Context: an optimization exercise on an open-source flow, tuned for a short achievable clock period and few clock cycles. The choices shown serve that exercise and are no tape-out recipe. Only simulation tests tie the RTL to the original design; equivalence was not proved. No activity file was given, so power comes from the tool's default toggle rates.

**design/flow/config.mk**
```make
export PLATFORM = sky130hd
export DESIGN_NAME = cache_top
export DESIGN_NICKNAME = cache_top
export VERILOG_FILES = /design/flow/design.v
export SDC_FILE = /design/flow/constraint.sdc
export NUM_CORES = 4
export LEC_CHECK = 0
export CAP_MARGIN = 20
export CORE_MARGIN = 2
export CORE_UTILIZATION = 35
export SLEW_MARGIN = 20
```
**design/flow/constraint.sdc**
```tcl
create_clock -name core_clock -period 8.0 [get_ports {clk}]
set_input_delay 1.6000 -clock core_clock [delete_from_list [all_inputs] [get_ports {clk}]]
set_output_delay 1.6000 -clock core_clock [all_outputs]
set_load 0.01 [all_outputs]
```
**design/flow/design.v**
```verilog
`timescale 1ns/100ps
`default_nettype none
module cache_way #(
    parameter int S_INDEX = 3
) (
    input wire logic clk,
    input wire logic rst_n_i,
    input wire logic [S_INDEX-1:0] index_i,
    input wire logic [31-5-S_INDEX:0] req_tag_i,
    input wire logic [31:0] wmask_i,
    input wire logic [255:0] wline_i,
    input wire logic tag_load_i,
    input wire logic valid_load_i,
    input wire logic valid_val_i,
    input wire logic dirty_load_i,
    input wire logic dirty_val_i,
    output logic [255:0] rline_o,
    output logic [31-5-S_INDEX:0] tag_o,
    output logic valid_o,
    output logic dirty_o,
    output logic hit_o
);
    localparam int LINE_BITS = 256;
    localparam int MASK_BITS = LINE_BITS / 8;
    localparam int OFFSET_BITS = 5;
    localparam int TAG_BITS = 32 - OFFSET_BITS - S_INDEX;
    localparam int NUM_SETS = 2 ** S_INDEX;
    logic [LINE_BITS-1:0] data_q [NUM_SETS];
    logic [TAG_BITS-1:0] tag_q [NUM_SETS];
    logic [NUM_SETS-1:0] valid_q;
    logic [NUM_SETS-1:0] dirty_q;
    logic [LINE_BITS-1:0] bitmask;
    always_comb begin
        for (int b = 0; b < MASK_BITS; b++) begin
            bitmask[8*b +: 8] = {8{wmask_i[b]}};
        end
    end
    always_ff @(posedge clk) begin
        if (|wmask_i) begin
            data_q[index_i] <= (data_q[index_i] & ~bitmask) | (wline_i & bitmask);
        end
    end
    always_ff @(posedge clk) begin
        if (tag_load_i) begin
            tag_q[index_i] <= req_tag_i;
        end
    end
    always_ff @(posedge clk or negedge rst_n_i) begin
        if (!rst_n_i) begin
            valid_q <= '0;
            dirty_q <= '0;
        end else begin
            if (valid_load_i) begin
                valid_q[index_i] <= valid_val_i;
            end
            if (dirty_load_i) begin
                dirty_q[index_i] <= dirty_val_i;
            end
        end
    end
    always_comb begin
        rline_o = data_q[index_i];
        tag_o = tag_q[index_i];
        valid_o = valid_q[index_i];
        dirty_o = dirty_q[index_i];
    end
    assign hit_o = valid_o && (tag_o == req_tag_i);
endmodule
`default_nettype wire
`timescale 1ns/100ps
`default_nettype none
module cache_way_select #(
    parameter int S_INDEX = 3
) (
    input wire logic clk,
    input wire logic rst_n_i,
    input wire logic [255:0] rline0_i,
    input wire logic [255:0] rline1_i,
    input wire logic [31-5-S_INDEX:0] tag0_i,
    input wire logic [31-5-S_INDEX:0] tag1_i,
    input wire logic [1:0] valid_i,
    input wire logic [1:0] dirty_i,
    input wire logic [1:0] hit_i,
    input wire logic [S_INDEX-1:0] index_i,
    input wire logic [31-5-S_INDEX:0] tag_i,
    input wire logic lru_load_i,
    input wire logic use_victim_i,
    input wire logic addr_victim_i,
    output logic hit_o,
    output logic victim_o,
    output logic victim_dirty_o,
    output logic [255:0] line_o,
    output logic [31:0] pmem_address_o
);
    localparam int LINE_BITS = 256;
    localparam int MASK_BITS = LINE_BITS / 8;
    localparam int OFFSET_BITS = 5;
    localparam int NUM_WAYS = 2;
    localparam int WAY_BITS = 1;
    localparam int TAG_BITS = 32 - OFFSET_BITS - S_INDEX;
    localparam int NUM_SETS = 2 ** S_INDEX;
    logic [NUM_WAYS-1:0] way_hit;
    logic [NUM_WAYS-1:0] way_valid;
    logic [NUM_WAYS-1:0] way_dirty;
    logic [LINE_BITS-1:0] way_line [NUM_WAYS];
    logic [TAG_BITS-1:0] way_tag [NUM_WAYS];
    logic [WAY_BITS-1:0] hit_way;
    logic [WAY_BITS-1:0] lru_victim;
    logic [WAY_BITS-1:0] line_way;
    logic [NUM_SETS-1:0] lru_q;
    logic [LINE_BITS-1:0] line_q;
    assign way_hit = hit_i;
    assign way_valid = valid_i;
    assign way_dirty = dirty_i;
    assign way_line[0] = rline0_i;
    assign way_line[1] = rline1_i;
    assign way_tag[0] = tag0_i;
    assign way_tag[1] = tag1_i;
    always_comb begin
        hit_way = '0;
        for (int w = 0; w < NUM_WAYS; w++) begin
            if (way_hit[w]) hit_way = WAY_BITS'(w);
        end
    end
    assign hit_o = |way_hit;
    assign lru_victim = ~lru_q[index_i];
    assign victim_o = hit_o ? hit_way : lru_victim;
    assign victim_dirty_o = way_valid[victim_o] && way_dirty[victim_o];
    assign line_way = use_victim_i ? victim_o : hit_way;
    always_ff @(posedge clk or negedge rst_n_i) begin
        if (!rst_n_i) begin
            lru_q <= '0;
        end else if (lru_load_i) begin
            lru_q[index_i] <= hit_way;
        end
    end
    always_ff @(posedge clk) begin
        line_q <= way_line[line_way];
    end
    assign line_o = line_q;
    assign pmem_address_o = addr_victim_i ? {way_tag[victim_o], index_i, OFFSET_BITS'(0)}
                                          : {tag_i, index_i, OFFSET_BITS'(0)};
endmodule
`default_nettype wire
`timescale 1ns/100ps
`default_nettype none
module cache_control #(
    parameter int S_INDEX = 3
) (
    input wire logic clk,
    input wire logic rst_n_i,
    input wire logic mem_read_i,
    input wire logic mem_write_i,
    input wire logic [31:0] mem_addr_i,
    input wire logic [31:0] mem_byte_enable_i,
    input wire logic [255:0] mem_wdata_i,
    input wire logic pmem_resp_i,
    input wire logic [255:0] pmem_rdata_i,
    input wire logic hit_i,
    input wire logic victim_i,
    input wire logic victim_dirty_i,
    output logic [S_INDEX-1:0] index_o,
    output logic [31-5-S_INDEX:0] req_tag_o,
    output logic [255:0] wline_o,
    output logic [31:0] wmask0_o,
    output logic [31:0] wmask1_o,
    output logic [1:0] tag_load_o,
    output logic [1:0] valid_load_o,
    output logic valid_val_o,
    output logic [1:0] dirty_load_o,
    output logic dirty_val_o,
    output logic lru_load_o,
    output logic use_victim_o,
    output logic addr_victim_o,
    output logic mem_resp_o,
    output logic pmem_read_o,
    output logic pmem_write_o
);
    localparam int LINE_BITS = 256;
    localparam int MASK_BITS = LINE_BITS / 8;
    localparam int OFFSET_BITS = 5;
    localparam logic [1:0] ST_IDLE = 2'd0;
    localparam logic [1:0] ST_COMPARE = 2'd1;
    localparam logic [1:0] ST_WRITE_BACK = 2'd2;
    localparam logic [1:0] ST_REFILL = 2'd3;
    localparam int TAG_BITS = 32 - OFFSET_BITS - S_INDEX;
    logic [1:0] state_q;
    logic [1:0] state_d;
    logic resp_q;
    logic write_hit;
    logic refill_done;
    logic [MASK_BITS-1:0] wmask;
    logic [1:0] target;
    assign index_o = mem_addr_i[OFFSET_BITS +: S_INDEX];
    assign req_tag_o = mem_addr_i[31 -: TAG_BITS];
    always_comb begin
        state_d = state_q;
        case (state_q)
            ST_IDLE: if ((mem_read_i || mem_write_i) && !resp_q) state_d = ST_COMPARE;
            ST_COMPARE: begin
                if (hit_i) state_d = ST_IDLE;
                else if (victim_dirty_i) state_d = ST_WRITE_BACK;
                else state_d = ST_REFILL;
            end
            ST_WRITE_BACK: if (pmem_resp_i) state_d = ST_REFILL;
            ST_REFILL: if (pmem_resp_i) state_d = ST_COMPARE;
            default: state_d = ST_IDLE;
        endcase
    end
    always_ff @(posedge clk or negedge rst_n_i) begin
        if (!rst_n_i) begin
            state_q <= ST_IDLE;
            resp_q <= 1'b0;
        end else begin
            state_q <= state_d;
            resp_q <= (state_q == ST_COMPARE) && hit_i;
        end
    end
    assign write_hit = (state_q == ST_COMPARE) && hit_i && mem_write_i;
    assign refill_done = (state_q == ST_REFILL) && pmem_resp_i;
    assign wmask = refill_done ? '1 : (write_hit ? mem_byte_enable_i : '0);
    assign wline_o = (state_q == ST_REFILL) ? pmem_rdata_i : mem_wdata_i;
    assign target[0] = (victim_i == 1'b0);
    assign target[1] = (victim_i == 1'b1);
    assign wmask0_o = target[0] ? wmask : '0;
    assign wmask1_o = target[1] ? wmask : '0;
    assign tag_load_o = target & {2{refill_done}};
    assign valid_load_o = target & {2{refill_done}};
    assign valid_val_o = 1'b1;
    assign dirty_load_o = target & {2{refill_done || write_hit}};
    assign dirty_val_o = write_hit;
    assign lru_load_o = (state_q == ST_COMPARE) && hit_i;
    assign use_victim_o = !hit_i;
    assign addr_victim_o = (state_q == ST_WRITE_BACK);
    assign mem_resp_o = resp_q;
    assign pmem_read_o = (state_q == ST_REFILL);
    assign pmem_write_o = (state_q == ST_WRITE_BACK);
endmodule
`default_nettype wire
`timescale 1ns/100ps
`default_nettype none
module cache_top #(
    parameter int S_INDEX = 3
) (
    input wire logic clk,
    input wire logic rst_n_i,
    input wire logic mem_read_i,
    input wire logic mem_write_i,
    input wire logic [31:0] mem_addr_i,
    input wire logic [31:0] mem_byte_enable_i,
    input wire logic [255:0] mem_wdata_i,
    output logic [255:0] mem_rdata_o,
    output logic mem_resp_o,
    output logic pmem_read_o,
    output logic pmem_write_o,
    output logic [31:0] pmem_address_o,
    output logic [255:0] pmem_wdata_o,
    input wire logic [255:0] pmem_rdata_i,
    input wire logic pmem_resp_i
);
    localparam int TAG_BITS = 32 - 5 - S_INDEX;
    logic hit;
    logic victim;
    logic victim_dirty;
    logic lru_load;
    logic use_victim;
    logic addr_victim;
    logic [255:0] line;
    logic [S_INDEX-1:0] index;
    logic [TAG_BITS-1:0] req_tag;
    logic [255:0] wline;
    logic [31:0] wmask [2];
    logic [1:0] tag_load;
    logic [1:0] valid_load;
    logic valid_val;
    logic [1:0] dirty_load;
    logic dirty_val;
    logic [255:0] rline [2];
    logic [TAG_BITS-1:0] tag [2];
    logic [1:0] valid;
    logic [1:0] dirty;
    logic [1:0] way_hit;
    cache_control #(.S_INDEX(S_INDEX)) cache_control_i (
        .clk, .rst_n_i,
        .mem_read_i, .mem_write_i, .mem_addr_i, .mem_byte_enable_i, .mem_wdata_i,
        .pmem_resp_i, .pmem_rdata_i,
        .hit_i(hit), .victim_i(victim), .victim_dirty_i(victim_dirty),
        .index_o(index), .req_tag_o(req_tag), .wline_o(wline),
        .wmask0_o(wmask[0]), .wmask1_o(wmask[1]),
        .tag_load_o(tag_load), .valid_load_o(valid_load), .valid_val_o(valid_val),
        .dirty_load_o(dirty_load), .dirty_val_o(dirty_val),
        .lru_load_o(lru_load), .use_victim_o(use_victim), .addr_victim_o(addr_victim),
        .mem_resp_o, .pmem_read_o, .pmem_write_o
    );
    for (genvar w = 0; w < 2; w++) begin : g_way
        cache_way #(.S_INDEX(S_INDEX)) cache_way_i (
            .clk, .rst_n_i,
            .index_i(index), .req_tag_i(req_tag), .wmask_i(wmask[w]), .wline_i(wline),
            .tag_load_i(tag_load[w]), .valid_load_i(valid_load[w]), .valid_val_i(valid_val),
            .dirty_load_i(dirty_load[w]), .dirty_val_i(dirty_val),
            .rline_o(rline[w]), .tag_o(tag[w]), .valid_o(valid[w]), .dirty_o(dirty[w]),
            .hit_o(way_hit[w])
        );
    end
    cache_way_select #(.S_INDEX(S_INDEX)) cache_way_select_i (
        .clk, .rst_n_i,
        .rline0_i(rline[0]), .rline1_i(rline[1]), .tag0_i(tag[0]), .tag1_i(tag[1]),
        .valid_i(valid), .dirty_i(dirty), .hit_i(way_hit),
        .index_i(mem_addr_i[5 +: S_INDEX]),
        .tag_i(mem_addr_i[31 -: TAG_BITS]),
        .lru_load_i(lru_load), .use_victim_i(use_victim), .addr_victim_i(addr_victim),
        .hit_o(hit), .victim_o(victim), .victim_dirty_o(victim_dirty),
        .line_o(line), .pmem_address_o
    );
    assign mem_rdata_o = line;
    assign pmem_wdata_o = line;
endmodule
`default_nettype wire
```
**design/flow/run.sh**
```bash
#!/bin/bash
# synth_recipe.tcl (not shown) runs the flow's synth.tcl, then flattens the netlist and writes it again
# the make line also repeats each setting of config.mk as NAME=value (left out here)
make -C /OpenROAD-flow-scripts/flow DESIGN_CONFIG=/design/flow/config.mk WORK_HOME=/design/flow/orfs CLKGATE_MAP_FILE= SYNTH_SCRIPT=/design/flow/synth_recipe.tcl finish
```
==> run notes <==
[worst max-delay path: cells and delay by family]
| kind | cells | cell delay, ns |
|---|---|---|
| buffers and inverters | 6 | 1.82 |
| AOI/OAI and AO/OA | 5 | 1.50 |
| muxes | 1 | 0.37 |
| and+or+nand+nor | 3 | 0.86 |
[registers in the layout, summed over array words and instances, names as in the netlist]
| register | flops |
|---|---|
| cache_control_i.resp_q | 1 |
| g_way.cache_way_i.tag_q | 384 |
| g_way.cache_way_i.valid_q | 16 |
| g_way.cache_way_i.data_q | 4096 |
| g_way.cache_way_i.dirty_q | 16 |
| cache_control_i.state_q | 2 |
| cache_way_select_i.line_q | 256 |
| cache_way_select_i.lru_q | 8 |
[power by group through the flow]
| stage | combinational [mW] | clock [mW] | sequential (mW) |
|---|---|---|---|
| 4_1_cts | 6.16 | 22.9 | 28.5 |
| 5_1_grt | 6.43 | 23.8 | 28.5 |
| 2_1_floorplan | 3.14 | 0 | 28.9 |
| 3_3_place_gp | 6.09 | 0 | 29.0 |
| 6_report | 6.13 | 22.6 | 28.5 |
| 3_5_place_dp | 6.15 | 0 | 29.0 |
[cell families (layout without fill, tap and decap cells)]
logic type | count (synthesis) | count (layout)
and+or+nand+nor | 898 | 898
AOI/OAI and AO/OA | 2176 | 2176
adders and majority gates | 8 | 8
buffers and inverters | 907 | 2427
DFF | 4779 | 4779
muxes | 1636 | 1636
xor gates and xnor gates | 25 | 25
other | 1 | 22
[cell type report]
| class | count | area (µm²) | area share |
|---|---|---|---|
| diodes | 17 | 42.5 | 0.000191 |
| well taps | 6994 | 8750 | 0.0394 |
| clock buffers | 651 | 13100 | 0.0590 |
| clock inverters | 250 | 2890 | 0.0130 |
| multi-input cells | 4748 | 41100 | 0.185 |
| repair buffers | 1503 | 15600 | 0.0700 |
| inverters | 23 | 101 | 0.000456 |
| flip-flops and latches | 4779 | 141000 | 0.633 |
[path summary, 6_finish.rpt]
kind                                             startpoint                              end  slack (ns)  depth (start not counted)
setup / recovery                              mem_addr_i[5]               pmem_address_o[26]        0.20                         15
hold / removal              g_way[0].cache_way_i.valid_q[6]  g_way[0].cache_way_i.valid_q[6]        0.48                          1
setup reg to reg           g_way[0].cache_way_i.tag_q[4][8]    cache_way_select_i.line_q[35]        2.64                         12
hold reg to reg             g_way[0].cache_way_i.valid_q[6]  g_way[0].cache_way_i.valid_q[6]        0.48                          1
max in group asynchronous                           rst_n_i  g_way[0].cache_way_i.dirty_q[3]        6.95                          1
min in group asynchronous                           rst_n_i  g_way[1].cache_way_i.valid_q[7]        0.62                          1
[layout by cell type (no fill, tap or decap), types with 43 or more instances in the layout]
master and instances:
edfxtp_1 4480, a22oi_1 1382, clkdlybuf4s50_1 1113, mux2i_1 1081, clkbuf_16 478, mux2_2 370, and4_1 278, buf_4 269
dfxtp_1 256, nor2_1 229, a221oi_1 205, a21oi_1 165, clkbuf_1 122, buf_12 118, nand2_1 94, a221o_1 87
mux4_2 85, o21ai_0 79, clkinv_1 77, o22ai_1 76, clkinv_2 75, mux2_1 63, nand4_1 55, clkbuf_8 51
nor2_4 43, dfrtp_1 43
[through the flow]
step	utilization	hold slack (ns)	cell area [µm²]	TNS [ns]
floorplan	-	0.423	186000	-2685.72
global placement	0.390	0.452	206000	0
detailed placement	0.390	0.458	206000	0
CTS	0.420	0.474	222000	0
global route	0.420	0.482	222000	0
finish	0.420	0.477	222000	0
[routing by layer]
layer  vias to the layer above  GRT usage  routed length (µm)
met5                         -          0                 183
li1                      44850          -                   -
met1                     56692      0.301              252000
met2                      5325      0.356              288000
met3                       930     0.0406               52400
met4                        30     0.0832               26500
[timing repair]
| action | CTS | global route |
|---|---|---|
| endpoints found under the hold margin | 0 | 0 |
| gates resized for setup | 0 | 2 |
| endpoints found under the setup margin | 0 | 6 |
| buffers inserted | 0 | 1 |
| hold buffers | 0 | 0 |
==> impl_metrics.yaml <==
pwr:
  combPwrFrac: 0.107
  p_sw_frac: 0.246
  p_leak_nw: 70.8
  p_int_mw: 43.1
  power_mw: 57.2
  switching_power_mw: 14.1
  power.density_nw_per_um2: 257
  power_frac_clock: 0.396
  vdd_ir_drop_max_mv: 0.234
  seqPwrFrac: 0.497
clock_tree:
  clk_latency_ns: 1.12
  root_buffer: "clkbuf_16"
  cts_max_level: 5
  clock-sinks: 4779
  path_clk_slew_ns: 0.05
  cts_tree: "built"
  cts_inserted_buffers: 476
  clockBufferDepth: 4
finish:
  fin_nets: 12120
  stdcell_count: 18965
  drive_gt1_frac: 0.145
  area_growth_pct: 19.5
  fill_cells: 46705
run_status:
  status: "no timing/DRC/antenna violations"
sta:
  finalHoldViolations: 0
  setup_viol: 0
  setup_ws_ns: 0.197
  rsz0062_at_grt: "false"
  maxSlewViolCount: 0
  finalCritPeriodShare: 0.975
  worst_slew_pin_slew_ns: 1.32
  slew_headroom: 0.110
  period_needed_ns: 7.80
  max_freq_mhz: 128
  finClkSkew_ns: 0.184
worst_setup_path:
  crit_path_top_delay_cell: "a2111oi_0"
  startpoint_type: "input port"
  required_ns: 6.40
  critPathMostFrequentCell: "buf_4"
  worstPathMaxFanout: 38
  worstPathCellList: "buf_8, buf_4, mux2_2, o22ai_1, o21ai_0, a2111oi_0, nand4_1, nor3_4, a21oi_4, buf_4, buf_4, or3_1, a31oi_1, buf_4, clkdlybuf4s50_1"
  cp-end-kind: "output port"
  cp.arrival_ns: 6.20
  cpPeakStageDelay_ns: 0.56
  worstSetupPathType: "in -> out"
floorplan:
  die_h_um: 733
  dieArea_um2: 537000
  coreArea_um2: 529000
  initial_core_util: 0.352
  die_width_um: 733
  io_pins: 1128
  rows: 267
detailed_routing:
  postRouteAntennaNets: 0
  vias_per_cell: 5.69
  vias: 107827
  firstDrtPassIters: 8
  wire_per_inst_um: 32.7
  drt-total-wl_mm: 620
  remaining_drc_errors: 0
  drtIter0Drc: 12086
synth:
  synth_area_per_cell_um2: 17.8
  synth_compound_area_frac: 0.0882
  yosys.area.top_type: "edfxtp_1"
  synth.most_common_cell: "edfxtp_1"
  synth_common_cells: "edfxtp_1 (4,480), a22oi_1 (1,382), mux2i_1 (1,083)"
  synth_cell_types: 81
  synth_top_area_frac: 0.723
  synth_edf_count: 4480
  synth_top_family_by_area: "multiplexers"
  yosysSeqAreaShare: 0.756
  synth_fa_ha_area_frac: 0.000538
  async_flop_share: 0.00900
  synth_area_um2: 186000
  synth.mux.area_fraction: 0.0978
  synth-seq-cells: 4779
  synth_cells: 10430
  yosys_warnings: 9
  synth-simple-area-share: 0.0307
  yosys.area_share.xor_xnor: 0.00118
  synth_flop_cell: "edfxtp_1"
  ys_top_cells_by_area: "edfxtp_1 (72%), mux2i_1 (5.8%), a22oi_1 (5.6%)"
global_route:
  grt_max_degree: 123
  grt_pass1_wl_mm: 849
  overflow: 0
  grt_usage: 0.222
  antenna_found_initial: 59
  grt_pass1_vias: 104429
placed_design:
  io_buffers: 1117
  dp_hpwl_mm: 373
  place.gp.congestion: 0.852
  dp_cells: 18046
  dp_slack_ns: 0.102
job:
  max_cap_viol_count: 0
min_path:
  worstHoldPathType: "reg -> reg"
Testbench counts, summed over its fixed seeds: cycles 193,949.

[what the ideal ports hide]
The flow's constraints put no driver on any port. The routed layout listed below was extracted and timed again, unchanged, in two steps. Step 1 (the two cells are an assumption about what drives the block):
set clk [get_ports {clk}]
set_driving_cell -lib_cell sky130_fd_sc_hd__clkbuf_16 $clk
set_driving_cell -lib_cell sky130_fd_sc_hd__buf_2 [delete_from_list [all_inputs] $clk]
Step 2, shift: input delay + t, output delay - t, t = (earliest + latest rising clock arrival at the registers) / 2. This alone moves slack from input paths to output paths. a / b / c = no drivers / after step 1 / after step 2; a / b = the first two.
t (ns): 1.142
setup slack, ns: 0.197 / 0.134 / 0.134
worst hold slack (ns): 0.477 / 0.477 / 0.477
worst setup path after step 2: input to output
worst slew at a driven data input, ns: 0.33
After both steps setup and hold are still met in this run. For this run, drivers alone change the setup slack by -0.063 ns; drivers and shift together by -0.063 ns.
